Context: an optimization exercise on an open-source flow, tuned for small area. The choices shown serve that exercise and are no tape-out recipe.
The RTL was checked by simulation tests, not by an equivalence proof against the original design.

File: flow/run.sh
#!/bin/bash
# The standard layout, with synthesis mapping the logic through an area-oriented ABC script
# (and without Yosys's early generic ABC pass, so full adders are found in their written
# polarity), the ports buffered with the smallest buffer and no dummy clock-tree loads.
set -euo pipefail
here=$(pwd)
export FLOW_ABC_SCRIPT=$here/flow/abc.script
export FLOW_ABC_D=20000
export BUFFER_PORTS_ARGS="-buffer_cell sky130_fd_sc_hd__buf_1"
export CTS_ARGS="-sink_clustering_enable -repair_clock_nets -buf_list sky130_fd_sc_hd__clkbuf_8 -dont_use_dummy_load"
bash standard.sh SYNTH_SCRIPT=$here/flow/synth.tcl "BUFFER_PORTS_ARGS=$BUFFER_PORTS_ARGS" "CTS_ARGS=$CTS_ARGS" finish > $here/make.log 2>&1
File: flow/abc.script
strash
ifraig
dch -f
amap
strash
dch -f
map -a
topo
stime -c
dnsize -c
File: flow/synth.tcl
# Standard synthesis (synth_recipe.tcl), with ABC run on an area-oriented script
proc synth {args} { yosys synth -nofsm -noshare -noabc {*}$args }
proc abc {args} {
  set i [lsearch -exact $args -script]
  if {$i >= 0} { set args [lreplace $args $i [expr {$i + 1}] -script $::env(FLOW_ABC_SCRIPT)] }
  set j [lsearch -exact $args -D]
  if {$j >= 0} { set args [lreplace $args $j [expr {$j + 1}] -D $::env(FLOW_ABC_D)] }
  puts "abc with: $args"
  yosys abc {*}$args
}
source $::env(SCRIPTS_DIR)/synth.tcl
# left out here: clear keep_hierarchy, flatten, clean up, hide names made inside functions, write 1_2_yosys.v
File: standard.sh
#!/bin/bash
# synth_recipe.tcl (not shown) runs the flow's synth.tcl, then flattens the netlist and writes it again
# the make line also repeats each setting of config.mk as NAME=value (left out here)
make -C /OpenROAD-flow-scripts/flow DESIGN_CONFIG=/design/flow/config.mk WORK_HOME=/design/flow/orfs CLKGATE_MAP_FILE= SYNTH_SCRIPT=/design/flow/synth_recipe.tcl "${@:-finish}"
File: config.mk
export PLATFORM = sky130hd
export DESIGN_NAME = accumulatorCalc
export DESIGN_NICKNAME = accumulatorCalc
export VERILOG_FILES = /design/flow/design.v
export SDC_FILE = /design/flow/constraint.sdc
export NUM_CORES = 4
export LEC_CHECK = 0
export CAP_MARGIN = 20
export CORE_MARGIN = 2
export CORE_UTILIZATION = 65
export CTS_BUF_LIST = sky130_fd_sc_hd__clkbuf_8
export GPL_TIMING_DRIVEN = 0
export SLEW_MARGIN = 20
File: constraint.sdc
create_clock -name core_clock -period 32.0 [get_ports {clk}]
set_input_delay 6.4000 -clock core_clock [delete_from_list [all_inputs] [get_ports {clk}]]
set_output_delay 6.4000 -clock core_clock [all_outputs]
set_load 0.01 [all_outputs]
File: design.v
package calcDataPkg;
	typedef logic [16-1:0] operandT;
	typedef logic [32-1:0] resultT;
endpackage
package calcCtrlPkg;
	typedef logic [4-1:0] opcodeT;
	typedef logic [1:0] errorT;
endpackage
module addSub (
	input  calcDataPkg::operandT a,
	input  calcDataPkg::operandT b,
	input  logic    subtract,
	input  logic    restore,
	output calcDataPkg::operandT diff,
	output logic    carryOut
);
	localparam int N = 16;
	calcDataPkg::operandT bInv;  
	calcDataPkg::operandT gen;   
	calcDataPkg::operandT pro;   
	logic [N:0]           c;     
	logic                 take;  
	assign bInv = b ^ {N{subtract}};
	always_comb
	begin
		gen = a & bInv;
		pro = a | bInv;
		gen[0] = (a[0] & bInv[0]) | (pro[0] & subtract);
		pro[0] = 1'b0;
		for (int d = 1; d < N; d = d * 2)
			for (int j = 2 * d - 1; j < N; j = j + 2 * d)
			begin
				gen[j] = gen[j] | (pro[j] & gen[j - d]);
				pro[j] = pro[j] & pro[j - d];
			end
		for (int d = N / 4; d >= 1; d = d / 2)
			for (int j = 3 * d - 1; j < N; j = j + 2 * d)
			begin
				gen[j] = gen[j] | (pro[j] & gen[j - d]);
				pro[j] = pro[j] & pro[j - d];
			end
	end
	assign c        = {gen, subtract};
	assign carryOut = c[N];
	assign take     = ~restore | carryOut;
	assign diff     = a ^ ((bInv ^ c[N-1:0]) & {N{take}});
endmodule
module arrayMultiplier (
	input  calcDataPkg::operandT a,
	input  calcDataPkg::operandT b,
	output calcDataPkg::resultT  product
);
	localparam int N    = 16;
	localparam int Rows = N - 1;  
	logic [N-1:0] partial [N];     
	logic [N-1:0] augend  [Rows];  
	logic [N-1:0] rowSum  [Rows];
	logic [N:0]   carry   [Rows];  
	genvar i, j;
	generate
		for (i = 0; i < N; i++)
		begin : gPartial
			assign partial[i] = b & {N{a[i]}};
		end
		for (i = 0; i < Rows; i++)
		begin : gRow
			if (i == 0)
			begin : gFirst
				assign augend[i] = {1'b0, partial[0][N-1:1]};
			end
			else
			begin : gNext
				assign augend[i] = {carry[i - 1][N], rowSum[i - 1][N-1:1]};
			end
			assign carry[i][0] = 1'b0;
			for (j = 0; j < N; j++)
			begin : gBit
				if (j == 0)
				begin : gHalf
					assign rowSum[i][j]    = augend[i][j] ^ partial[i + 1][j];
					assign carry[i][j + 1] = augend[i][j] & partial[i + 1][j];
				end
				else
				begin : gFull
					assign rowSum[i][j]    = augend[i][j] ^ partial[i + 1][j] ^ carry[i][j];
					assign carry[i][j + 1] = (augend[i][j] & partial[i + 1][j]) |
					                         (augend[i][j] & carry[i][j]) |
					                         (partial[i + 1][j] & carry[i][j]);
				end
			end
		end
		assign product[0] = partial[0][0];
		for (i = 0; i < Rows - 1; i++)
		begin : gLowBits
			assign product[i + 1] = rowSum[i][0];
		end
	endgenerate
	assign product[2*N-1:Rows] = {carry[Rows - 1][N], rowSum[Rows - 1]};
endmodule
module divRow #(
	parameter int W = 16
) (
	input  logic [W-1:0] trial,    
	input  logic [W-1:0] divisor,  
	input  logic         fits,     
	output logic         q,        
	output logic [W-1:0] rem       
);
	localparam int L = (W > 8) ? 4 : (W > 4) ? 3 : (W > 2) ? 2 : 1;  
	logic [W-1:0] b;          
	logic [W-1:0] gen [L+1];  
	logic [W-1:0] pro [L+1];  
	logic [W:0]   c;          
	logic [W-1:0] diff;
	assign b = ~divisor;
	always_comb
	begin
		gen[0] = trial & b;
		pro[0] = trial | b;
		gen[0][0] = trial[0] | b[0];
		pro[0][0] = 1'b0;
		gen[0][W-1] = gen[0][W-1] & fits;
		pro[0][W-1] = pro[0][W-1] & fits;
	end
	genvar l, j;
	generate
		for (l = 0; l < L; l++)
		begin : gLevel
			for (j = 0; j < W; j++)
			begin : gBit
				if ((j >> l) & 1)
				begin : gMerge
					localparam int M = ((j >> l) << l) - 1;
					assign gen[l + 1][j] = gen[l][j] | (pro[l][j] & gen[l][M]);
					assign pro[l + 1][j] = pro[l][j] & pro[l][M];
				end
				else
				begin : gPass
					assign gen[l + 1][j] = gen[l][j];
					assign pro[l + 1][j] = pro[l][j];
				end
			end
		end
	endgenerate
	assign c    = {gen[L], 1'b1};
	assign diff = b ^ c[W-1:0];
	assign q    = c[W];
	assign rem  = trial ^ (diff & {W{q}});
endmodule
module divider (
	input  calcDataPkg::operandT dividend,
	input  calcDataPkg::operandT divisor,
	input  logic    add,        
	input  logic    sub,        
	output calcDataPkg::operandT quotient,
	output calcDataPkg::operandT remainder,  
	output logic    carryOut,   
	output logic    divByZero
);
	localparam int N = 16;
	logic [N-1:0] rem [N+1];  
	assign divByZero = (divisor == '0);
	assign rem[N]    = '0;
	genvar k;
	generate
		for (k = N - 1; k >= 1; k--)
		begin : gRow
			localparam int W = N - k;  
			logic [W-1:0] trial;
			logic [W-1:0] rowRem;
			logic         fits;
			if (W == 1)
			begin : gTop
				assign trial = dividend[k];
			end
			else
			begin : gMid
				assign trial = {rem[k + 1][W-2:0], dividend[k]};
			end
			assign fits = (divisor[N-1:W] == '0) & ~(add | sub);
			divRow #(.W(W)) uRow (
				.trial   (trial),
				.divisor (divisor[W-1:0]),
				.fits    (fits),
				.q       (quotient[k]),
				.rem     (rowRem)
			);
			assign rem[k] = {{(N-W){1'b0}}, rowRem};
		end
	endgenerate
	addSub uLastRow (
		.a        ({rem[1][N-2:0], dividend[0]}),
		.b        (divisor),
		.subtract (~add),
		.restore  (~(add | sub)),
		.diff     (rem[0]),
		.carryOut (carryOut)
	);
	assign quotient[0] = carryOut;
	assign remainder = rem[0];
endmodule
module accumulatorCalc (
	input  logic    clk,
	input  logic    reset,
	input  calcCtrlPkg::opcodeT  opcode,
	input  calcDataPkg::operandT operand,
	output calcDataPkg::resultT  result,
	output calcCtrlPkg::errorT   error
);
	calcDataPkg::resultT  acc;      
	calcCtrlPkg::errorT   errReg;   
	calcDataPkg::operandT accLow;   
	calcDataPkg::resultT  nextAcc;
	calcCtrlPkg::errorT   nextErr;
	logic    opAdd, opSub, opMul, opDiv, opMod, opPreset, opReset;
	logic    sumCarry;   
	calcDataPkg::resultT  product;
	calcDataPkg::operandT quotient;
	calcDataPkg::operandT remainder;  
	logic    divByZero;
	logic    selMul, selQuot, selRem, selPreset, hold;
	assign accLow = acc[16-1:0];
	assign opAdd    = (opcode == 4'd2);
	assign opSub    = (opcode == 4'd3);
	assign opMul    = (opcode == 4'd4);
	assign opDiv    = (opcode == 4'd5);
	assign opMod    = (opcode == 4'd6);
	assign opPreset = (opcode == 4'd15);
	assign opReset  = (opcode == 4'd1);
	arrayMultiplier uMultiplier (
		.a       (operand),
		.b       (accLow),
		.product (product)
	);
	divider uDivider (
		.dividend  (operand),
		.divisor   (accLow),
		.add       (opAdd),
		.sub       (opSub),
		.quotient  (quotient),
		.remainder (remainder),
		.carryOut  (sumCarry),
		.divByZero (divByZero)
	);
	assign selMul    = ~reset & opMul;
	assign selQuot   = ~reset & opDiv & ~divByZero;
	assign selRem    = ~reset & ((opMod & ~divByZero) | opAdd | opSub);
	assign selPreset = ~reset & opPreset;
	assign hold      = ~reset & ~(opAdd | opSub | opMul | opPreset | opReset |
	                              ((opDiv | opMod) & ~divByZero));
	assign nextAcc[32-1:16] =
		({16{selMul}} & product[32-1:16]) |
		({16{hold}}   & acc[32-1:16]);
	assign nextAcc[16-1:0] =
		({16{selMul}}  & product[16-1:0]) |
		({16{selQuot}} & quotient) |
		({16{selRem}}  & remainder) |
		({16{hold}}    & accLow) |
		16'(selPreset);
	assign nextErr[0] = ~reset & ((opAdd & sumCarry) | (opSub & ~sumCarry));  
	assign nextErr[1] = ~reset & (opDiv | opMod) & divByZero;
	always_ff @(posedge clk)
	begin
		acc    <= nextAcc;
		errReg <= nextErr;
	end
	assign result = acc;
	assign error  = errReg;
endmodule
==> qor.csv, run 1 <==
stage,metric,value,unit
floorplanning,start_util,0.662,
synth,synth_edf_count,0,
floorplanning,ioPinCount,56,
sta,clock.fmax,33.3,MHz
worst_setup_path,crit_type,in -> reg,
route,met2RoutedLength,15300,um
worst_setup_path,cp.arrival,30.12,ns
worst_setup_path,r2r_slack,6.80,ns
place,routabilityCongestion,0.907,
hold_path,hold_path.class,reg -> reg,
worst_setup_path,start_kind,primary input,
floorplanning,rows,50,
place,dp_hpwl,24900,um
final_layout,n_antenna_cell,0,
hold_path,holdPathStages,1,
route,wl_per_cell,16.0,um
worst_setup_path,ff2ff_path_depth,182,
synth,synth_top_area_cell,fa_1,
route,first_pass_iters,5,
sta,final-max-slew-violation-count,0,
cts,htreeDepth,2,
worst_setup_path,crit_top_cell,nand2_1,
synth,synth-seq-cells,34,
sta,finalHoldViolCount,0,
cts,clk_latency,0.31,ns
worst_setup_path,cp_num_buf_inv,38,
grt,grt_usage,0.329,
final_layout,drive_above_1_share,0.0971,
route,vias,12066,
final_layout,fillers,1611,
floorplanning,die_w,142,um
cts,root_buffer,clkbuf_8,
final_layout,utilization,0.738,
synth,syn_area_per_cell,7.24,um2
grt,grt_pass1_vias,11147,
final_layout,area_growth,11.6,%
worst_setup_path,crit_family,simple AND/OR/NAND/NOR gates,
floorplanning,fp.dieArea,20200,um2
route,wl_met1,14800,um
hold_path,min_from,acc[17],
worst_setup_path,rr_startpoint,acc[0],
floorplanning,die_h,142,um
cts,clock-sinks,34,
place,dpl.cell_count,2002,
cts,clk_path_buf_depth,2,
route,drtIter0Drc,828,
sta,finClkSkew,0.0194,ns
route,dr_wl_met3,2130,um
worst_setup_path,cp_num_cells,189,
sta,whs,0.516,ns
sta,period_share,0.937,
synth,syn-num-nets,1972,
synth,synth-seq-area-share,0.0550,
grt,overflow,0,
synth,synth_cells,1710,
route,wl,32900,um
sta,worst_slew_pin_slew,1.10,ns
sta,setup_viol,0,
place,port_buffers,55,
floorplanning,core,18700,um2
synth,yosys_warnings,917,
synth,yosysMostFrequentCell,nor2_1,
synth,synth_common_cells,"477 x nor2_1, 224 x fa_1, 221 x nand2_1",
synth,synth.distinct_cells,37,
hold_path,min_to,acc[17],
synth,netlist.area_leader.share,0.362,
worst_setup_path,reg2reg_to,acc[9],
route,top_layer,met4,
final_layout,seqCellArea,682,um2
sta,period_minus_slack,29.99,ns
final_layout,finalNonFillerCells,2056,
route,antenna_left,0,
cts,cts_tree,yes,
worst_setup_path,slowest_stage,or3_2,
grt,grt_antenna_before_repair,0,
run_status,status,finished clean,
job,maxCapViolations,0,
worst_setup_path,worstPathRequired,32.13,ns
worst_setup_path,critPathMaxFanout,11,
synth,synth_ff_type,dfxtp_1,
route,drc,0,
synth,synth_area,12400,um2
sta,slew-limit-headroom,0.265,
final_layout,nets,2086,
route,drt-vias-per-instance,5.87,
worst_setup_path,end_kind,flop,
worst_setup_path,worstSetupStartpoint,opcode[3],
final_layout,multiInputGateArea,11400,um2
grt,grt_max_degree,48,
grt,grt_pass1_wl,53600,um
synth,synthTopCellsByArea,"fa_1 36%, nor2_1 14%, xor2_1 9.5%, nand2_1 6.7%, clkinv_1 5.5%",
cts,numCtsBuffers,5,
synth,async_reset_ff_frac,0,
worst_setup_path,critPathMaxStageDelay,0.42,ns
cts,clk_pin_slew,0.08,ns
cells by family after synthesis:
group | after synthesis | synth area share
adder cells (fa/ha/maj) | 240 | 0.378
AO/OA/AOI/OAI | 291 | 0.141
XOR/XNOR | 158 | 0.112
flip-flops | 34 | 0.0550
buffers and inverters | 184 | 0.0561
AND/OR/NAND/NOR | 803 | 0.258
registers in the layout, indices dropped and copies added (netlist names):
name,count
acc,32
errReg,2
layout make-up:
type / count / area share
buffer: 1 / 0.000544
clock buffer: 5 / 0.00498
inverter: 183 / 0.0521
multi-input combinational: 1492 / 0.828
sequential: 34 / 0.0494
tap: 234 / 0.0212
timing repair buffer: 107 / 0.0441
worst max path at each step:
stage | slack, ns | to
after floorplan | 3.52 | acc[2]
after global placement | -2.99 | acc[9]
after detailed placement | -3.31 | acc[9]
after CTS | 0.01 | acc[9]
after global routing | -0.39 | acc[9]
final | 2.01 | acc[9]
what timing repair did:
| item | in CTS | in global routing |
|---|---|---|
| hold buffers | 0 | 0 |
| pin swaps | 5 | 34 |
| buffers inserted | 13 | 35 |
| setup endpoints to repair | 17 | 17 |
| resized for setup | 34 | 101 |
per-stage QoR:
step | setup WS, ns | cell area, um2 | setup TNS (ns)
after floorplan | 3.52 | 12400 | 0
after global placement | -2.99 | 12900 | -47.06
after detailed placement | -3.31 | 12900 | -52.28
after CTS | 0.0142 | 13200 | 0
after global routing | -0.392 | 13800 | -4.04
final | 2.01 | 13800 | 0
cells in the final DEF, fill, tap and decap left out, types with 45 or more instances in the layout:
master	instances
nor2_1	454
o21ai_0	93
xor2_1	120
buf_4	50
clkinv_1	156
a21oi_1	83
buf_1	55
fa_1	224
nand3_1	45
nand2_1	211
metal layers:
layer  global-route usage  vias to the layer above
li1                     -                     5762
met1                0.475                     5869
met2                0.535                      380
met3               0.0397                       55
met4               0.0832                        0
met5                    0                        -
==> run 2: changes to the inputs <==
==> flow/abc.script (replaced) <==
strash
dch
map -a
topo
stime -c
dnsize -c
--- a/config.mk
+++ b/config.mk
@@ -7,7 +7,7 @@
 export LEC_CHECK = 0
 export CAP_MARGIN = 20
 export CORE_MARGIN = 2
-export CORE_UTILIZATION = 65
+export CORE_UTILIZATION = 72
 export CTS_BUF_LIST = sky130_fd_sc_hd__clkbuf_8
 export GPL_TIMING_DRIVEN = 0
 export SLEW_MARGIN = 20
==> qor.csv, run 2 <==
stage,metric,value,unit
run_status,status,finished clean,
final_layout,n_antenna_cell,0,
final_layout,top_register,acc,
worst_setup_path,cp_num_buf_inv,27,
sta,fin_ws,2.56,ns
floorplanning,die_w,136,um
worst_setup_path,cp_num_cells,151,
synth,syn_area_per_cell,7.31,um2
final_layout,final_common_cell,nor2_1,
place,port_buffers,55,
floorplanning,start_util,0.730,
cts,clk_path_buf_depth,2,
final_layout,mostFrequentLayoutCells,"491 x nor2_1, 224 x fa_1, 190 x nand2_1",
route,drtIter0Drc,988,
grt,grt_pass1_wl,53800,um
sta,clock.fmax,34.0,MHz
cts,clk_latency,0.30,ns
hold_path,min_to,acc[30],
worst_setup_path,critPathMaxStageDelay,0.37,ns
synth,yosys_warnings,917,
worst_setup_path,worstPathRequired,32.20,ns
hold_path,min_from,acc[30],
floorplanning,die_h,136,um
final_layout,utilization,0.785,
grt,overflow,0,
route,wl_per_cell,16.3,um
worst_setup_path,end_kind,flop,
place,routabilityCongestion,0.933,
grt,grt_util_met2,0.606,
worst_setup_path,start_kind,primary input,
grt,grt_max_degree,46,
route,first_pass_iters,6,
grt,grt_util_met1,0.514,
synth,syn-num-nets,1971,
route,drt-vias-per-instance,6.00,
grt,grt_usage,0.364,
worst_setup_path,crit_family,compound AO/OA/AOI/OAI gates,
cts,cts_tree,yes,
synth,synth.distinct_cells,38,
synth,synth_common_cells,"498 x nor2_1, 224 x fa_1, 195 x nand2_1",
sta,period_share,0.920,
sta,period_minus_slack,29.44,ns
final_layout,top_regs,"acc: 32 flops, errReg: 2 flops",
worst_setup_path,crit_top_cell,clkinv_1,
sta,setup_viol,0,
worst_setup_path,rr_startpoint,acc[1],
synth,yosysMostFrequentCell,nor2_1,
final_layout,area_growth,7.46,%
place,dp_slack,-1.94,ns
floorplanning,rows,48,
synth,synthTopCellsByArea,"fa_1 36%, nor2_1 15%, xor2_1 8.7%, nand2_1 5.9%, dfxtp_1 5.4%",
final_layout,fillers,1352,
job,maxCapViolations,0,
worst_setup_path,slowest_stage,xor2_1,
grt,grt_most_used_layer,met2,
worst_setup_path,cp.arrival,29.63,ns
worst_setup_path,reg2reg_to,acc[13],
grt,use_met3,0.0370,
route,vias,12070,
worst_setup_path,critPathMaxFanout,23,
cts,clock-sinks,34,
final_layout,largest_reg_flops,32,
cts,root_buffer,clkbuf_8,
hold_path,hold_path.class,reg -> reg,
synth,synth_ff_type,dfxtp_1,
cts,clk_pin_slew,0.08,ns
sta,final-max-slew-violation-count,0,
worst_setup_path,r2r_slack,7.19,ns
sta,finalHoldViolCount,0,
worst_setup_path,crit_type,in -> reg,
floorplanning,fp.dieArea,18400,um2
cts,numCtsBuffers,5,
synth,synth-seq-cells,34,
place,dp_hpwl,25500,um
synth,netlist.area_leader.share,0.359,
sta,worst_slew_pin_slew,1.01,ns
worst_setup_path,ff2ff_path_depth,147,
route,drc,0,
synth,synth_top_area_cell,fa_1,
synth,synth_cells,1709,
grt,grt_antenna_before_repair,0,
sta,slew-limit-headroom,0.323,
synth,synth-seq-area-share,0.0545,
grt,grt_pass1_vias,11329,
synth,synth_edf_count,0,
final_layout,nets,2049,
final_layout,drive_above_1_share,0.0426,
route,wl,32800,um
hold_path,holdPathStages,1,
cts,htreeDepth,2,
route,antenna_left,0,
synth,synth_area,12500,um2
sta,finClkSkew,0.0167,ns
synth,async_reset_ff_frac,0,
floorplanning,ioPinCount,56,
floorplanning,core,17100,um2
run 2: cell type report:
cell class,count,area (um2),share of cell area
multi-input cells,1502,11300,0.844
flip-flops and latches,34,683,0.0509
inverters,172,662,0.0493
repair buffers,71,389,0.0290
well taps,225,282,0.0210
clock buffers,5,68.8,0.00512
plain buffers,1,7.51,0.000559
run 2: kinds of logic after synthesis:
family | share of synthesized area
adder cells (fa/ha/maj) | 0.376
AO/OA/AOI/OAI | 0.149
AND/OR/NAND/NOR | 0.249
flip-flops | 0.0545
buffers and inverters | 0.0523
XOR/XNOR | 0.120
run 2: metal layers:
metal | routed length, um | share of wire
met5 | 0 | 0
met4 | 937 | 0.029
met3 | 2640 | 0.081
met2 | 15300 | 0.47
met1 | 13900 | 0.42
run 2: worst max-delay path by stage:
stage	startpoint	end	slack, ns
3_3_place_gp	opcode[2]	acc[13]	-1.65
5_1_grt	opcode[2]	acc[13]	-0.24
4_1_cts	opcode[2]	acc[13]	0.11
3_5_place_dp	opcode[2]	acc[13]	-1.94
6_report	opcode[3]	acc[13]	2.56
2_1_floorplan	opcode[3]	acc[11]	4.45
run 2: through the flow:
stage               setup TNS (ns)  cell area (um2)  hold WS [ns]  instances
detailed placement          -28.76            13100         0.489       1995
global placement            -23.97            13000         0.483       1989
CTS                              0            13200         0.504       2000
global route                 -1.85            13400         0.529       2010
finish                           0            13400         0.505       2010
floorplan                        0            12500         0.546       1709
run 2: what timing repair did:
action | 4_1_cts | 5_1_grt
setup endpoints to repair | 17 | 17
hold buffers | 0 | 0
resized for setup | 11 | 38
pin swaps | 0 | 6
buffers inserted | 0 | 9
==> run 3: changes to the inputs <==
--- a/config.mk
+++ b/config.mk
@@ -7,7 +7,8 @@
 export LEC_CHECK = 0
 export CAP_MARGIN = 20
 export CORE_MARGIN = 2
-export CORE_UTILIZATION = 72
+export CORE_UTILIZATION = 65
 export CTS_BUF_LIST = sky130_fd_sc_hd__clkbuf_8
 export GPL_TIMING_DRIVEN = 0
+export SETUP_SLACK_MARGIN = -0.5
 export SLEW_MARGIN = 20
==> qor.csv, run 3 <==
stage,metric,value,unit
hold_path,hold_path.class,reg -> reg,
cts,numCtsBuffers,5,
worst_setup_path,end_kind,flop,
synth,synthTopCellsByArea,"fa_1 36%, nor2_1 15%, xor2_1 8.7%, nand2_1 5.9%, dfxtp_1 5.4%",
final_layout,nets,2048,
synth,synth-seq-cells,34,
sta,period_minus_slack,30.05,ns
worst_setup_path,worstSetupStartpoint,opcode[2],
floorplanning,start_util,0.666,
worst_setup_path,worstPathRequired,32.19,ns
sta,slew-limit-headroom,0.297,
grt,grt_pass1_vias,10692,
cts,cts_tree,yes,
place,routabilityCongestion,0.911,
cts,htreeDepth,2,
synth,syn_area_per_cell,7.31,um2
cts,clk_path_buf_depth,2,
synth,yosys_warnings,917,
route,wl_per_cell,15.7,um
floorplanning,ioPinCount,56,
sta,worst_slew_pin_slew,1.05,ns
grt,grt_antenna_before_repair,0,
floorplanning,fp.dieArea,20300,um2
synth,yosysMostFrequentCell,nor2_1,
worst_setup_path,critPathMaxStageDelay,0.44,ns
synth,netlist.area_leader.share,0.359,
final_layout,final_common_cell,nor2_1,
sta,clock.fmax,33.3,MHz
grt,grt_usage,0.319,
route,vias,11762,
synth,async_reset_ff_frac,0,
sta,setup_viol,0,
worst_setup_path,r2r_slack,6.81,ns
worst_setup_path,reg2reg_to,acc[13],
synth,synth_edf_count,0,
worst_setup_path,rr_startpoint,acc[1],
grt,overflow,0,
route,drt-vias-per-instance,5.83,
synth,synth_area,12500,um2
final_layout,n_antenna_cell,0,
grt,grt_pass1_wl,52500,um
final_layout,utilization,0.714,
run_status,status,finished clean,
worst_setup_path,ff2ff_path_depth,145,
sta,period_share,0.939,
synth,synth_ff_type,dfxtp_1,
final_layout,mostFrequentLayoutCells,"492 x nor2_1, 224 x fa_1, 191 x nand2_1",
cts,clk_latency,0.30,ns
floorplanning,die_h,143,um
floorplanning,core,18800,um2
place,dpl.cell_count,2003,
grt,grt_max_degree,46,
synth,synth_top_area_cell,fa_1,
worst_setup_path,crit_type,in -> reg,
sta,finalHoldViolCount,0,
floorplanning,rows,50,
sta,finClkSkew,0.0115,ns
cts,clock-sinks,34,
job,maxCapViolations,0,
final_layout,top_regs,"acc: 32 flops, errReg: 2 flops",
route,drc,0,
final_layout,area_growth,7.18,%
worst_setup_path,cp.arrival,30.24,ns
synth,synth_common_cells,"498 x nor2_1, 224 x fa_1, 195 x nand2_1",
synth,synth.distinct_cells,38,
sta,final-max-slew-violation-count,0,
cts,clk_pin_slew,0.07,ns
synth,syn-num-nets,1971,
route,wl,31600,um
place,dp_hpwl,24700,um
route,drtIter0Drc,709,
synth,synth-seq-area-share,0.0545,
final_layout,top_register,acc,
final_layout,finalNonFillerCells,2018,
final_layout,drive_above_1_share,0.0404,
worst_setup_path,critPathMaxFanout,23,
floorplanning,die_w,143,um
route,antenna_left,0,
worst_setup_path,cp-endpoint,acc[13],
worst_setup_path,crit_top_cell,nor2_1,
place,port_buffers,55,
worst_setup_path,slowest_stage,a2111oi_0,
synth,synth_cells,1709,
final_layout,largest_reg_flops,32,
worst_setup_path,start_kind,primary input,
route,first_pass_iters,7,
cts,root_buffer,clkbuf_8,
[run 3: metrics by stage]
step | cell area, um2 | setup WS, ns | hold WS (ns) | setup TNS, ns
2_1_floorplan | 12500 | 4.45 | 0.546 | 0
3_3_place_gp | 13000 | -1.91 | 0.482 | -28.28
3_5_place_dp | 13100 | -1.95 | 0.493 | -29.03
4_1_cts | 13200 | -0.498 | 0.505 | -5.54
5_1_grt | 13400 | -0.661 | 0.522 | -8.59
6_report | 13400 | 1.95 | 0.504 | 0
[run 3: worst min path at each step]
| stage | start | end | slack (ns) | cells past startpoint |
|---|---|---|---|---|
| floorplan | acc[31] | acc[31] | 0.55 | 1 |
| finish | acc[28] | acc[28] | 0.50 | 1 |
| global route | acc[27] | acc[27] | 0.52 | 1 |
| CTS | acc[22] | acc[22] | 0.51 | 1 |
| detailed placement | acc[22] | acc[22] | 0.49 | 1 |
| global placement | acc[28] | acc[28] | 0.48 | 1 |
[run 3: repair_timing]
item                                    4_1_cts  5_1_grt
gates cloned                                  0        0
endpoints found under the setup margin       17       17
pin swaps                                     0        2
hold buffers                                  0        0
gates resized for setup                       6       32
buffers inserted                              0        9
[run 3: cells by family after synthesis]
group                      count (synthesis)  synth area share
xor gates and xnor gates                 171             0.120
and+or+nand+nor                          782             0.249
buffers and inverters                    173            0.0523
adders and majority gates                241             0.376
AOI/OAI and AO/OA                        308             0.149
DFF                                       34            0.0545
[run 3: layout make-up]
type | count | area, um2
multi-input cells | 1502 | 11300
fillers | 1645 | 5380
flip-flops and latches | 34 | 683
inverters | 172 | 659
repair buffers | 70 | 373
well taps | 234 | 293
clock buffers | 5 | 68.8
plain buffers | 1 | 7.51
[run 3: routing by layer]
layer / wire length [um] / global-route usage / up-vias / share of wire
met5: 0 / 0 / - / 0
met4: 857 / 0.0823 / 0 / 0.027
met3: 2110 / 0.0305 / 44 / 0.067
met2: 13800 / 0.507 / 357 / 0.44
met1: 14800 / 0.475 / 5662 / 0.47
li1: - / - / 5699 / -
[run 3: worst max-delay path, delay by kind of cell]
| kind | cells | cell delay [ns] |
|---|---|---|
| compound gates | 50 | 9.53 |
| xor+xnor | 13 | 3.17 |
| buf+inv | 22 | 2.70 |
| simple gates | 61 | 8.19 |
| fa+ha+maj | 1 | 0.22 |
==> run 4: changes to the inputs <==
--- a/config.mk
+++ b/config.mk
@@ -10,5 +10,5 @@
 export CORE_UTILIZATION = 65
 export CTS_BUF_LIST = sky130_fd_sc_hd__clkbuf_8
 export GPL_TIMING_DRIVEN = 0
-export SETUP_SLACK_MARGIN = -0.5
+export PLACE_DENSITY = 0.8
 export SLEW_MARGIN = 20
==> qor.csv, run 4 <==
stage,metric,value,unit
sta,final-max-slew-violation-count,0,
final_layout,utilization,0.720,
final_layout,n_antenna_cell,0,
place,dp_hpwl,25100,um
final_layout,largest_reg_flops,32,
synth,yosys_warnings,917,
worst_setup_path,end_kind,flop,
floorplanning,core,18800,um2
route,drc,0,
cts,htreeDepth,2,
worst_setup_path,cp.arrival,29.76,ns
worst_setup_path,crit_top_cell,clkinv_1,
final_layout,top_regs,"acc: 32 flops, errReg: 2 flops",
synth,synth-seq-area-share,0.0545,
floorplanning,ioPinCount,56,
floorplanning,rows,50,
worst_setup_path,worstSetupStartpoint,opcode[2],
synth,syn_area_per_cell,7.31,um2
final_layout,seqCellArea,682,um2
floorplanning,fp.dieArea,20300,um2
sta,worst_slew_pin_slew,1.12,ns
sta,period_minus_slack,29.56,ns
cts,clk_path_buf_depth,2,
final_layout,fillers,1583,
worst_setup_path,slowest_stage,a2111oi_1,
sta,finClkSkew,0.0104,ns
job,maxCapViolations,0,
sta,fin_ws,2.44,ns
grt,grt_usage,0.326,
floorplanning,die_w,143,um
synth,synth_common_cells,"498 x nor2_1, 224 x fa_1, 195 x nand2_1",
grt,grt_max_degree,46,
route,wl,32800,um
hold_path,hold_path.class,reg -> reg,
grt,grt_antenna_before_repair,0,
synth,synth_top_area_cell,fa_1,
run_status,status,finished clean,
sta,finalHoldViolCount,0,
route,vias,12091,
grt,use_met3,0.0208,
synth,synth_edf_count,0,
synth,synth-seq-cells,34,
grt,overflow,0,
hold_path,min_from,acc[27],
worst_setup_path,worstPathRequired,32.20,ns
final_layout,area_growth,8.07,%
cts,holdBufCountCts,0,
final_layout,mostFrequentLayoutCells,"491 x nor2_1, 224 x fa_1, 191 x nand2_1",
floorplanning,start_util,0.666,
final_layout,top_register,acc,
synth,synth_area,12500,um2
grt,grt_pass1_vias,10961,
synth,synthTopCellsByArea,"fa_1 36%, nor2_1 15%, xor2_1 8.7%, nand2_1 5.9%, dfxtp_1 5.4%",
grt,grt_pass1_wl,53500,um
sta,period_share,0.924,
final_layout,multiInputGateArea,11400,um2
floorplanning,die_h,143,um
worst_setup_path,critPathMaxFanout,12,
place,dp_slack,-1.91,ns
synth,netlist.area_leader.share,0.359,
cts,clock-sinks,34,
synth,yosysMostFrequentCell,nor2_1,
synth,synth_ff_type,dfxtp_1,
grt,grt_util_met2,0.527,
cts,cts_tree,yes,
worst_setup_path,crit_type,in -> reg,
route,drt-vias-per-instance,5.98,
cts,clk_latency,0.31,ns
place,port_buffers,55,
route,wl_per_cell,16.2,um
cts,clk_pin_slew,0.08,ns
synth,synth_cells,1709,
sta,setup_viol,0,
cts,root_buffer,clkbuf_8,
sta,slew-limit-headroom,0.253,
grt,grt_most_used_layer,met2,
route,first_pass_iters,5,
final_layout,drive_above_1_share,0.0470,
final_layout,nets,2051,
place,routabilityCongestion,0.929,
route,antenna_left,0,
route,drtIter0Drc,1037,
cts,numCtsBuffers,5,
synth,syn-num-nets,1971,
worst_setup_path,start_kind,primary input,
synth,synth.distinct_cells,38,
grt,grt_util_met1,0.471,
sta,clock.fmax,33.8,MHz
synth,async_reset_ff_frac,0,
final_layout,final_common_cell,nor2_1,
worst_setup_path,critPathMaxStageDelay,0.35,ns
worst_setup_path,rr_startpoint,acc[1],
==> run 4: cell counts after synthesis <==
Identical to the previous run, type by type.
==> run 4: logic make-up (layout without fill, tap and decap cells) <==
kind of cell	Yosys count	in the layout	synth area share
AO/OA/AOI/OAI	308	308	0.149
XOR/XNOR	171	171	0.120
adder cells (fa/ha/maj)	241	241	0.376
buffers and inverters	173	251	0.0523
flip-flops	34	34	0.0545
AND/OR/NAND/NOR	782	782	0.249
==> run 4: layout make-up <==
type                    count  share of cell area
plain buffers               1            0.000556
clock buffers               5             0.00510
inverters                 172              0.0493
multi-input cells        1502               0.843
flip-flops and latches     34              0.0505
well taps                 234              0.0217
repair buffers             72              0.0294
repair inverters            1            0.000371
==> run 4: worst max-delay path, delay by kind of cell <==
kind / cells / cell delay [ns]
buf+inv: 28 / 3.42
simple gates: 61 / 8.47
fa+ha+maj: 1 / 0.21
xor+xnor: 14 / 3.25
compound gates: 47 / 7.96
==> run 4: final timing paths <==
kind              endpoint  slack, ns  depth (start not counted)
setup / recovery   acc[13]       2.44                        151
hold / removal     acc[27]       0.50                          1
setup reg to reg   acc[13]       7.15                        147
hold reg to reg    acc[27]       0.50                          1
==> run 4: metal layers <==
metal	vias to the layer above	share of wire
li1	5716	-
met1	5808	0.44
met2	504	0.46
met3	63	0.074
met4	0	0.030
met5	-	0
==> run 4: through the flow <==
stage / std cells / hold slack (ns) / area [um2] / TNS, ns
6_report: 2021 / 0.501 / 13500 / 0
5_1_grt: 2021 / 0.523 / 13500 / -2.27
4_1_cts: 2007 / 0.506 / 13100 / 0
3_5_place_dp: 2002 / 0.490 / 13000 / -28.15
3_3_place_gp: 1998 / 0.482 / 13000 / -25.92
2_1_floorplan: 1709 / 0.546 / 12500 / 0
==> run 4: repair_timing <==
item                                    4_1_cts  5_1_grt
endpoints found under the setup margin       17       17
pin swaps                                     0        4
cloned                                        0        1
setup buffers                                 0       10
resized for setup                            10       47
==> run 5: changes to the inputs <==
==> flow/abc.script (replaced) <==
strash
ifraig
dch
map -a
strash
dch
map -a
topo
stime -c
dnsize -c
--- a/config.mk
+++ b/config.mk
@@ -10,5 +10,4 @@
 export CORE_UTILIZATION = 65
 export CTS_BUF_LIST = sky130_fd_sc_hd__clkbuf_8
 export GPL_TIMING_DRIVEN = 0
-export PLACE_DENSITY = 0.8
 export SLEW_MARGIN = 20
==> qor.csv, run 5 <==
stage,metric,value,unit
route,first_pass_iters,5,
final_layout,drive_above_1_share,0.112,
worst_setup_path,cp.arrival,30.48,ns
grt,grt_pass1_vias,11067,
synth,netlist.area_leader.share,0.365,
floorplanning,ioPinCount,56,
worst_setup_path,end_kind,flop,
synth,synth-seq-area-share,0.0554,
run_status,status,finished clean,
final_layout,top_register,acc,
sta,final-max-slew-violation-count,0,
synth,async_reset_ff_frac,0,
hold_path,holdPathStages,1,
cts,htreeDepth,2,
hold_path,min_from,acc[21],
sta,finalHoldViolCount,0,
sta,worst_slew_pin_slew,1.24,ns
route,vias,12093,
synth,synth.distinct_cells,37,
synth,synth_top_area_cell,fa_1,
synth,synth-seq-cells,34,
cts,holdBufCountCts,0,
sta,slew-limit-headroom,0.173,
final_layout,final_common_cell,nor2_1,
final_layout,largest_reg_flops,32,
worst_setup_path,critPathMaxFanout,13,
floorplanning,rows,50,
cts,clk_path_buf_depth,2,
cts,root_buffer,clkbuf_8,
worst_setup_path,worstPathRequired,32.15,ns
final_layout,fillers,1517,
synth,yosysMostFrequentCell,nor2_1,
worst_setup_path,ff2ff_path_depth,170,
job,maxCapViolations,0,
route,drc,0,
final_layout,mostFrequentLayoutCells,"477 x nor2_1, 224 x fa_1, 201 x nand2_1",
worst_setup_path,rr_startpoint,acc[8],
synth,syn-num-nets,1956,
final_layout,nets,2088,
worst_setup_path,slowest_stage,o31ai_1,
floorplanning,die_h,142,um
synth,synth_ff_type,dfxtp_1,
sta,whs,0.470,ns
sta,period_minus_slack,30.33,ns
route,drtIter0Drc,838,
floorplanning,start_util,0.660,
floorplanning,die_w,142,um
grt,overflow,0,
final_layout,top_regs,"acc: 32 flops, errReg: 2 flops",
synth,synth_area,12300,um2
sta,fin_setup_tns,0,ns
place,port_buffers,55,
worst_setup_path,critPathMaxStageDelay,0.50,ns
grt,grt_usage,0.327,
route,wl_per_cell,16.2,um
route,wl,33300,um
sta,clock.fmax,33.0,MHz
sta,setup_viol,0,
synth,yosys_warnings,917,
sta,finClkSkew,0.0162,ns
floorplanning,fp.dieArea,20000,um2
cts,clk_latency,0.30,ns
hold_path,hold_path.class,reg -> reg,
synth,synth_common_cells,"499 x nor2_1, 224 x fa_1, 211 x nand2_1",
worst_setup_path,worstSetupStartpoint,opcode[1],
floorplanning,core,18600,um2
worst_setup_path,crit_top_cell,nand2_1,
worst_setup_path,crit_type,in -> reg,
route,drt-vias-per-instance,5.88,
grt,grt_max_degree,46,
place,dp_hpwl,24800,um
synth,synthTopCellsByArea,"fa_1 36%, nor2_1 15%, xor2_1 8.0%, nand2_1 6.4%, dfxtp_1 5.5%",
synth,syn_area_per_cell,7.26,um2
route,antenna_left,0,
cts,clock-sinks,34,
final_layout,utilization,0.753,
grt,grt_antenna_before_repair,0,
cts,cts_tree,yes,
worst_setup_path,start_kind,primary input,
place,routabilityCongestion,0.912,
final_layout,n_antenna_cell,0,
cts,numCtsBuffers,5,
sta,period_share,0.948,
synth,synth_edf_count,0,
synth,synth_cells,1694,
final_layout,area_growth,14.2,%
grt,grt_pass1_wl,53200,um
cts,clk_pin_slew,0.07,ns
## run 5: cell count changes in the layout (fill, tap and decap cells not counted), sizes merged, moves of 16 or more
| cell | change |
|---|---|
| a32o | -17 |
| clkinv | -18 |
| inv | +16 |
| nand2 | +17 |
| buf | +51 |
| a21oi | -36 |
| o21ai | +32 |
| a22o | +16 |
## run 5: path summary, 6_finish.rpt
path              slack (ns)      end
setup / recovery        1.67  acc[11]
hold / removal          0.47  acc[21]
hold reg to reg         0.47  acc[21]
setup reg to reg        6.40  acc[11]
## run 5: layer usage
metal | vias up | track usage | share of wire | wire length, um
li1 | 5740 | - | - | -
met1 | 5821 | 0.479 | 0.44 | 14700
met2 | 479 | 0.513 | 0.45 | 15100
met3 | 53 | 0.0388 | 0.080 | 2680
met4 | 0 | 0.102 | 0.025 | 824
met5 | - | 0 | 0 | 0
## run 5: final cells by class
cell class	count	area (um2)	share of cell area
multi-input combinational	1489	11500	0.819
tap	234	293	0.0209
sequential	34	681	0.0485
clock buffer	5	68.8	0.00490
inverter	171	676	0.0481
buffer	1	7.51	0.000535
timing repair buffer	124	818	0.0583
## run 5: repair_timing
| item | 4_1_cts | 5_1_grt |
|---|---|---|
| pin swaps | 11 | 56 |
| setup buffers | 16 | 47 |
| endpoints found under the setup margin | 17 | 17 |
| resized for setup | 51 | 118 |
| gates cloned | 0 | 1 |
## run 5: stage by stage
step / setup slack, ns / cell area [um2] / std cells
floorplan: 1.78 / 12300 / 1694
global placement: -4.96 / 12800 / 1983
detailed placement: -4.77 / 12900 / 1986
CTS: 0.0158 / 13200 / 2007
global route: -0.403 / 14000 / 2058
finish: 1.67 / 14000 / 2058
## run 5: kinds of logic after synthesis
logic type / Yosys count / share of synthesized area
flip-flops: 34 / 0.0554
adder cells (fa/ha/maj): 243 / 0.383
XOR/XNOR: 161 / 0.115
AO/OA/AOI/OAI: 298 / 0.143
buffers and inverters: 172 / 0.0528
AND/OR/NAND/NOR: 786 / 0.250
## run 5: critical path, delay by kind of cell
family                     cells  cell delay (ns)
buffers and inverters         32             3.20
adders and majority gates      3             0.99
xor gates and xnor gates      10             2.34
and+or+nand+nor               70             8.86
AOI/OAI and AO/OA             56             8.66
==> run 6: changes to the inputs <==
==> flow/abc.script (replaced) <==
strash
dch
map -a
topo
stime -c
dnsize -c
==> qor.csv, run 6 <==
stage,metric,value,unit
sta,finClkSkew,0.0127,ns
final_layout,area_growth,7.29,%
cts,clk_latency,0.30,ns
final_layout,utilization,0.714,
synth,syn_area_per_cell,7.31,um2
final_layout,drive_above_1_share,0.0420,
grt,overflow,0,
synth,synth_edf_count,0,
cts,clk_pin_slew,0.07,ns
route,antenna_left,0,
cts,htreeDepth,2,
worst_setup_path,slowest_stage,a2111oi_1,
final_layout,top_register,acc,
floorplanning,start_util,0.666,
sta,final-max-slew-violation-count,0,
grt,grt_pass1_vias,10705,
final_layout,nets,2048,
route,first_pass_iters,5,
final_layout,top_regs,"acc: 32 flops, errReg: 2 flops",
synth,yosys_warnings,917,
floorplanning,fp.dieArea,20300,um2
sta,finalHoldViolCount,0,
route,drc,0,
route,wl,31800,um
place,dp_slack,-1.95,ns
place,placed_area,13100,um2
worst_setup_path,crit_top_cell,nor2_1,
cts,clock-sinks,34,
cts,clk_path_buf_depth,2,
synth,synth_top_area_cell,fa_1,
final_layout,n_antenna_cell,0,
synth,synth_cells,1709,
floorplanning,ioPinCount,56,
final_layout,final_common_cell,nor2_1,
sta,slew-limit-headroom,0.292,
place,port_buffers,55,
hold_path,holdPathStages,1,
sta,period_share,0.925,
cts,numCtsBuffers,5,
final_layout,finalNonFillerCells,2018,
worst_setup_path,end_kind,flop,
cts,cts_tree,yes,
synth,synth-seq-cells,34,
grt,grt_max_degree,46,
cts,holdBufCountCts,0,
grt,grt_antenna_before_repair,0,
final_layout,mostFrequentLayoutCells,"492 x nor2_1, 224 x fa_1, 190 x nand2_1",
worst_setup_path,worstPathRequired,32.19,ns
place,dpl.cell_count,2003,
sta,period_minus_slack,29.61,ns
run_status,status,finished clean,
synth,syn-num-nets,1971,
job,maxCapViolations,0,
floorplanning,die_w,143,um
worst_setup_path,ff2ff_path_depth,145,
synth,synthTopCellsByArea,"fa_1 36%, nor2_1 15%, xor2_1 8.7%, nand2_1 5.9%, dfxtp_1 5.4%",
grt,grt_usage,0.320,
place,dp_hpwl,24700,um
synth,synth.distinct_cells,38,
place,routabilityCongestion,0.911,
synth,async_reset_ff_frac,0,
route,drtIter0Drc,755,
synth,yosysMostFrequentCell,nor2_1,
cts,root_buffer,clkbuf_8,
worst_setup_path,cp.arrival,29.80,ns
floorplanning,die_h,143,um
synth,netlist.area_leader.share,0.359,
synth,synth-seq-area-share,0.0545,
worst_setup_path,critPathMaxStageDelay,0.41,ns
sta,clock.fmax,33.8,MHz
route,vias,11791,
worst_setup_path,crit_type,in -> reg,
worst_setup_path,start_kind,primary input,
hold_path,hold_path.class,reg -> reg,
route,wl_per_cell,15.8,um
synth,synth_common_cells,"498 x nor2_1, 224 x fa_1, 195 x nand2_1",
route,drt-vias-per-instance,5.84,
synth,synth_area,12500,um2
sta,setup_viol,0,
floorplanning,core,18800,um2
final_layout,final_area,13400,um2
sta,fin_ws,2.39,ns
floorplanning,rows,50,
final_layout,largest_reg_flops,32,
grt,grt_pass1_wl,52700,um
synth,synth_ff_type,dfxtp_1,
worst_setup_path,critPathMaxFanout,12,
sta,worst_slew_pin_slew,1.06,ns
run 6: cell types whose count changed after synthesis, moves of 16 or more:
cell / delta
a21oi_1: +36
a32o_1: +17
o21ai_0: -32
nand2_1: -16
a22o_1: -16
run 6: cell families (layout without fill, tap and decap cells):
kind of cell,count (synthesis),in the layout,synth area share
simple gates,782,782,0.249
compound gates,308,308,0.149
fa+ha+maj,241,241,0.376
buf+inv,173,248,0.0523
xor+xnor,171,171,0.120
flops,34,34,0.0545
run 6: cell type report:
cell class	count	area (um2)
inverter	172	666
timing repair buffer	69	353
multi-input combinational	1502	11300
sequential	34	683
fill	1644	5360
tap	234	293
clock buffer	5	68.8
buffer	1	7.51
timing repair inverter	1	5.00
run 6: layer usage:
metal | vias up | global-route usage | wire length [um]
li1 | 5691 | - | -
met4 | 0 | 0.0797 | 660
met3 | 40 | 0.0268 | 2140
met5 | - | 0 | 0
met2 | 402 | 0.508 | 14100
met1 | 5658 | 0.478 | 14900
run 6: worst paths after layout:
| check | startpoint | end | slack [ns] |
|---|---|---|---|
| setup reg to reg | acc[1] | acc[13] | 7.03 |
| setup / recovery | opcode[2] | acc[13] | 2.39 |
| hold reg to reg | acc[27] | acc[27] | 0.50 |
| hold / removal | acc[27] | acc[27] | 0.50 |
run 6: through the flow:
stage               hold WS, ns  setup TNS, ns
global route              0.522         -0.680
detailed placement        0.493         -29.03
floorplan                 0.546              0
global placement          0.482         -28.28
finish                    0.503              0
CTS                       0.505              0
run 6: critical path: cells and delay by family:
| family | cells | cell delay (ns) |
|---|---|---|
| fa+ha+maj | 1 | 0.22 |
| buf+inv | 24 | 2.84 |
| simple gates | 62 | 8.18 |
| compound gates | 47 | 9.19 |
| xor+xnor | 13 | 2.92 |
run 6: timing repair:
action	4_1_cts	5_1_grt
setup buffers	0	8
pin swaps	0	4
endpoints found under the setup margin	17	17
cloned	0	1
gates resized for setup	11	35
==> run 7: changes to the inputs <==
--- a/flow/run.sh
+++ b/flow/run.sh
@@ -7,5 +7,5 @@
 export FLOW_ABC_SCRIPT=$here/flow/abc.script
 export FLOW_ABC_D=20000
 export BUFFER_PORTS_ARGS="-buffer_cell sky130_fd_sc_hd__buf_1"
-export CTS_ARGS="-sink_clustering_enable -repair_clock_nets -buf_list sky130_fd_sc_hd__clkbuf_8 -dont_use_dummy_load"
+export CTS_ARGS="-sink_clustering_enable -repair_clock_nets -buf_list sky130_fd_sc_hd__clkbuf_8 -dont_use_dummy_load -sink_clustering_size 40 -sink_clustering_max_diameter 200"
 bash standard.sh SYNTH_SCRIPT=$here/flow/synth.tcl "BUFFER_PORTS_ARGS=$BUFFER_PORTS_ARGS" "CTS_ARGS=$CTS_ARGS" finish > $here/make.log 2>&1
==> qor.csv, run 7 <==
stage,metric,value,unit
sta,fin_setup_tns,0,ns
synth,synth_area,12500,um2
worst_setup_path,crit_type,in -> reg,
final_layout,n_antenna_cell,0,
worst_setup_path,critPathMaxFanout,12,
synth,synth_edf_count,0,
final_layout,top_register,acc,
cts,clk_pin_slew,0.07,ns
worst_setup_path,critPathMaxStageDelay,0.41,ns
sta,final-max-slew-violation-count,0,
floorplanning,rows,50,
worst_setup_path,worstPathRequired,32.19,ns
final_layout,mostFrequentLayoutCells,"492 x nor2_1, 224 x fa_1, 190 x nand2_1",
synth,async_reset_ff_frac,0,
worst_setup_path,cp.arrival,29.80,ns
worst_setup_path,end_kind,flop,
route,drt-vias-per-instance,5.84,
floorplanning,ioPinCount,56,
route,vias,11791,
route,drc,0,
place,dp_hpwl,24700,um
cts,clk_latency,0.30,ns
sta,period_minus_slack,29.61,ns
worst_setup_path,slowest_stage,a2111oi_1,
grt,grt_pass1_vias,10705,
floorplanning,fp.dieArea,20300,um2
synth,synth.distinct_cells,38,
final_layout,drive_above_1_share,0.0420,
route,drtIter0Drc,755,
run_status,status,finished clean,
synth,synth_common_cells,"498 x nor2_1, 224 x fa_1, 195 x nand2_1",
hold_path,hold_path.class,reg -> reg,
job,maxCapViolations,0,
sta,setup_viol,0,
floorplanning,die_w,143,um
sta,finClkSkew,0.0127,ns
synth,synth-seq-cells,34,
synth,syn_area_per_cell,7.31,um2
floorplanning,die_h,143,um
grt,grt_antenna_before_repair,0,
final_layout,top_regs,"acc: 32 flops, errReg: 2 flops",
cts,htreeDepth,2,
synth,synth_top_area_cell,fa_1,
final_layout,nets,2048,
synth,synth-seq-area-share,0.0545,
synth,yosys_warnings,917,
grt,grt_max_degree,46,
synth,synthTopCellsByArea,"fa_1 36%, nor2_1 15%, xor2_1 8.7%, nand2_1 5.9%, dfxtp_1 5.4%",
worst_setup_path,crit_top_cell,nor2_1,
route,wl,31800,um
synth,synth_ff_type,dfxtp_1,
grt,grt_pass1_wl,52700,um
floorplanning,core,18800,um2
final_layout,final_common_cell,nor2_1,
route,wl_per_cell,15.8,um
place,routabilityCongestion,0.911,
cts,clock-sinks,34,
synth,netlist.area_leader.share,0.359,
worst_setup_path,start_kind,primary input,
floorplanning,start_util,0.666,
place,port_buffers,55,
synth,synth_cells,1709,
cts,clk_path_buf_depth,2,
sta,finalHoldViolCount,0,
final_layout,largest_reg_flops,32,
route,first_pass_iters,5,
sta,period_share,0.925,
cts,cts_tree,yes,
sta,clock.fmax,33.8,MHz
grt,grt_usage,0.320,
cts,root_buffer,clkbuf_8,
final_layout,area_growth,7.29,%
sta,slew-limit-headroom,0.292,
cts,numCtsBuffers,5,
synth,yosysMostFrequentCell,nor2_1,
sta,worst_slew_pin_slew,1.06,ns
synth,syn-num-nets,1971,
route,antenna_left,0,
grt,overflow,0,
-- run 7: cell counts after synthesis --
Identical to the previous run, type by type.
-- run 7: critical path, delay by kind of cell --
family | cells | cell delay [ns]
xor+xnor | 13 | 2.92
compound gates | 47 | 9.19
buf+inv | 24 | 2.84
simple gates | 62 | 8.18
fa+ha+maj | 1 | 0.22
-- run 7: repair_timing --
item | 4_1_cts | 5_1_grt
pin swaps | 0 | 4
endpoints found under the setup margin | 17 | 17
hold buffers | 0 | 0
buffers inserted | 0 | 8
cloned | 0 | 1
resized for setup | 11 | 35
-- run 7: final cells by class --
type	count	area (um2)
buffer	1	7.51
fill	1644	5360
clock buffer	5	68.8
multi-input combinational	1502	11300
tap	234	293
timing repair buffer	69	353
timing repair inverter	1	5.00
sequential	34	683
inverter	172	666
-- run 7: metrics by stage --
step           area [um2]  utilization  setup slack (ns)  std cells  hold WS (ns)
6_report            13400        0.714              2.39       2018         0.503
5_1_grt             13400        0.714            -0.135       2018         0.522
4_1_cts             13200        0.702            0.0536       2008         0.505
3_5_place_dp        13100        0.697             -1.95       2003         0.493
3_3_place_gp        13000        0.692             -1.91       1998         0.482
2_1_floorplan       12500            -              4.45       1709         0.546
-- run 7: worst paths after layout --
path	start	to	slack (ns)	cells past startpoint
max	opcode[2]	acc[13]	2.39	147
min	acc[27]	acc[27]	0.50	1
max reg2reg	acc[1]	acc[13]	7.03	145
min reg2reg	acc[27]	acc[27]	0.50	1
-- run 7: cells by family after synthesis --
| kind of cell | after synthesis | synth area share |
|---|---|---|
| and+or+nand+nor | 782 | 0.249 |
| buffers and inverters | 173 | 0.0523 |
| xor gates and xnor gates | 171 | 0.120 |
| adders and majority gates | 241 | 0.376 |
| DFF | 34 | 0.0545 |
| AOI/OAI and AO/OA | 308 | 0.149 |
-- run 7: layer usage --
layer	up-vias	GRT usage	share of wire	routed length (um)
li1	5691	-	-	-
met1	5658	0.478	0.47	14900
met2	402	0.508	0.44	14100
met3	40	0.0268	0.067	2140
met4	0	0.0797	0.021	660
met5	-	0	0	0
==> run 8: changes to the inputs <==
--- a/flow/run.sh
+++ b/flow/run.sh
@@ -7,5 +7,5 @@
 export FLOW_ABC_SCRIPT=$here/flow/abc.script
 export FLOW_ABC_D=20000
 export BUFFER_PORTS_ARGS="-buffer_cell sky130_fd_sc_hd__buf_1"
-export CTS_ARGS="-sink_clustering_enable -repair_clock_nets -buf_list sky130_fd_sc_hd__clkbuf_8 -dont_use_dummy_load -sink_clustering_size 40 -sink_clustering_max_diameter 200"
+export CTS_ARGS="-sink_clustering_enable -repair_clock_nets -buf_list {sky130_fd_sc_hd__clkbuf_4 sky130_fd_sc_hd__clkbuf_8} -dont_use_dummy_load"
 bash standard.sh SYNTH_SCRIPT=$here/flow/synth.tcl "BUFFER_PORTS_ARGS=$BUFFER_PORTS_ARGS" "CTS_ARGS=$CTS_ARGS" finish > $here/make.log 2>&1
==> qor.csv, run 8 <==
stage,metric,value,unit
synth,yosys_warnings,917,
hold_path,hold_path.class,reg -> reg,
sta,period_share,0.925,
synth,async_reset_ff_frac,0,
final_layout,finalNonFillerCells,2018,
floorplanning,rows,50,
place,routabilityCongestion,0.911,
sta,period_minus_slack,29.61,ns
floorplanning,die_h,143,um
run_status,status,finished clean,
job,maxCapViolations,0,
route,vias,11791,
synth,synthTopCellsByArea,"fa_1 36%, nor2_1 15%, xor2_1 8.7%, nand2_1 5.9%, dfxtp_1 5.4%",
synth,synth_cells,1709,
worst_setup_path,worstPathRequired,32.19,ns
route,dr_wl_met3,2140,um
final_layout,largest_reg_flops,32,
floorplanning,die_w,143,um
worst_setup_path,start_kind,primary input,
synth,netlist.area_leader.share,0.359,
sta,slew-limit-headroom,0.292,
floorplanning,fp.dieArea,20300,um2
cts,cts_tree,yes,
cts,holdBufCountCts,0,
place,dpl.cell_count,2003,
cts,numCtsBuffers,5,
grt,grt_usage,0.320,
worst_setup_path,end_kind,flop,
synth,synth-seq-cells,34,
sta,finClkSkew,0.0127,ns
worst_setup_path,r2r_slack,7.03,ns
final_layout,nets,2048,
final_layout,n_antenna_cell,0,
sta,finalHoldViolCount,0,
final_layout,top_register,acc,
place,dp_slack,-1.95,ns
final_layout,fillers,1644,
route,met2RoutedLength,14100,um
route,first_pass_iters,5,
grt,grt_pass1_wl,52700,um
worst_setup_path,crit_type,in -> reg,
sta,final-max-slew-violation-count,0,
floorplanning,start_util,0.666,
worst_setup_path,critPathMaxFanout,12,
route,drt-vias-per-instance,5.84,
sta,worst_slew_pin_slew,1.06,ns
sta,fin_setup_tns,0,ns
cts,clk_pin_slew,0.07,ns
synth,synth_ff_type,dfxtp_1,
synth,yosysMostFrequentCell,nor2_1,
route,wl_met1,14900,um
synth,synth_top_area_cell,fa_1,
place,port_buffers,55,
route,wl_per_cell,15.8,um
route,drtIter0Drc,755,
floorplanning,ioPinCount,56,
synth,synth_common_cells,"498 x nor2_1, 224 x fa_1, 195 x nand2_1",
worst_setup_path,slowest_stage,a2111oi_1,
grt,grt_antenna_before_repair,0,
cts,clock-sinks,34,
synth,synth-seq-area-share,0.0545,
sta,clock.fmax,33.8,MHz
worst_setup_path,critPathMaxStageDelay,0.41,ns
grt,grt_max_degree,46,
synth,synth_edf_count,0,
sta,setup_viol,0,
synth,synth.distinct_cells,38,
final_layout,final_common_cell,nor2_1,
route,wl,31800,um
final_layout,mostFrequentLayoutCells,"492 x nor2_1, 224 x fa_1, 190 x nand2_1",
cts,root_buffer,clkbuf_8,
synth,syn-num-nets,1971,
sta,fin_ws,2.39,ns
route,top_layer,met4,
grt,grt_pass1_vias,10705,
worst_setup_path,cp.arrival,29.80,ns
grt,overflow,0,
cts,clk_latency,0.30,ns
synth,syn_area_per_cell,7.31,um2
place,dp_hpwl,24700,um
final_layout,top_regs,"acc: 32 flops, errReg: 2 flops",
route,drc,0,
cts,clk_path_buf_depth,2,
worst_setup_path,crit_top_cell,nor2_1,
synth,synth_area,12500,um2
floorplanning,core,18800,um2
route,antenna_left,0,
final_layout,drive_above_1_share,0.0420,
final_layout,area_growth,7.29,%
cts,htreeDepth,2,
[run 8: cell counts after synthesis]
Identical to the previous run, type by type.
[run 8: area by class of cell]
cell class                      instances  area, um2  share of cell area
Multi-Input combinational cell       1502      11300               0.845
Tap cell                              234        293              0.0218
Buffer                                  1       7.51            0.000560
Sequential cell                        34        683              0.0510
Timing Repair Buffer                   69        353              0.0263
Inverter                              172        666              0.0497
Timing Repair inverter                  1       5.00            0.000373
Clock buffer                            5       68.8             0.00513
[run 8: what timing repair did]
item                       in CTS  in global routing
setup buffers                   0                  8
pin swaps                       0                  4
cloned                          0                  1
gates resized for setup        11                 35
setup endpoints to repair      17                 17
[run 8: through the flow]
stage / util / instance area [um2] / hold slack (ns)
after floorplan: - / 12500 / 0.546
after global placement: 0.692 / 13000 / 0.482
after detailed placement: 0.697 / 13100 / 0.493
after CTS: 0.702 / 13200 / 0.505
after global routing: 0.714 / 13400 / 0.522
final: 0.714 / 13400 / 0.503
[run 8: critical path, delay by kind of cell]
| kind | cells | cell delay [ns] |
|---|---|---|
| adders and majority gates | 1 | 0.22 |
| AOI/OAI and AO/OA | 47 | 9.19 |
| buffers and inverters | 24 | 2.84 |
| and+or+nand+nor | 62 | 8.18 |
| xor gates and xnor gates | 13 | 2.92 |
[run 8: metal layers]
metal  GRT usage  vias to the layer above
met2       0.508                      402
met5           0                        -
met1       0.478                     5658
li1            -                     5691
met4      0.0797                        0
met3      0.0268                       40
[run 8: path summary, 6_finish.rpt]
| path | start | to | cells after the start |
|---|---|---|---|
| worst max register to register | acc[1] | acc[13] | 145 |
| worst min register to register | acc[27] | acc[27] | 1 |
| worst max-delay path | opcode[2] | acc[13] | 147 |
| worst min-delay path | acc[27] | acc[27] | 1 |
[run 8: cell families after synthesis]
kind of cell / Yosys count / synth area share
and+or+nand+nor: 782 / 0.249
DFF: 34 / 0.0545
adders and majority gates: 241 / 0.376
AOI/OAI and AO/OA: 308 / 0.149
xor gates and xnor gates: 171 / 0.120
buffers and inverters: 173 / 0.0523

==> re-timing with driven ports <==
The flow's constraints put no driver on any port. The routed layouts listed below were extracted and timed again, unchanged, in two steps.
Step 1 sets driving cells, clkbuf_16 on the clock port and buf_2 on the other inputs (assumed; they add their load-dependent delay and slew).
Step 2 times the ports against the registers' clock, not the clock port: input delays grow and output delays shrink by t, the midpoint of the rising clock arrivals with the driver on.
a / b / c = ideal ports / drivers / drivers and shift; a / b = the first two.
run | shift t [ns] | setup WS [ns] | slew at the worst register clock pin (ns)
run 1 | 0.331 | 2.009 / 2.017 / 1.686 | 0.08 / 0.08
run 2 | 0.325 | 2.564 / 2.575 / 2.250 | 0.08 / 0.08
run 3 | 0.325 | 1.950 / 1.959 / 1.634 | 0.07 / 0.07
run 4 | 0.337 | 2.436 / 2.445 / 2.108 | 0.08 / 0.08
run 5 | 0.319 | 1.668 / 1.676 / 1.357 | 0.07 / 0.07
run 6 | 0.324 | 2.390 / 2.399 / 2.075 | 0.07 / 0.07
run 7 | 0.324 | 2.390 / 2.399 / 2.075 | 0.07 / 0.07
run 8 | 0.324 | 2.390 / 2.399 / 2.075 | 0.07 / 0.07
After both steps every run listed still meets setup and hold. For run 4, which loses most, drivers alone change the setup slack by +0.009 ns; drivers and shift together by -0.328 ns.
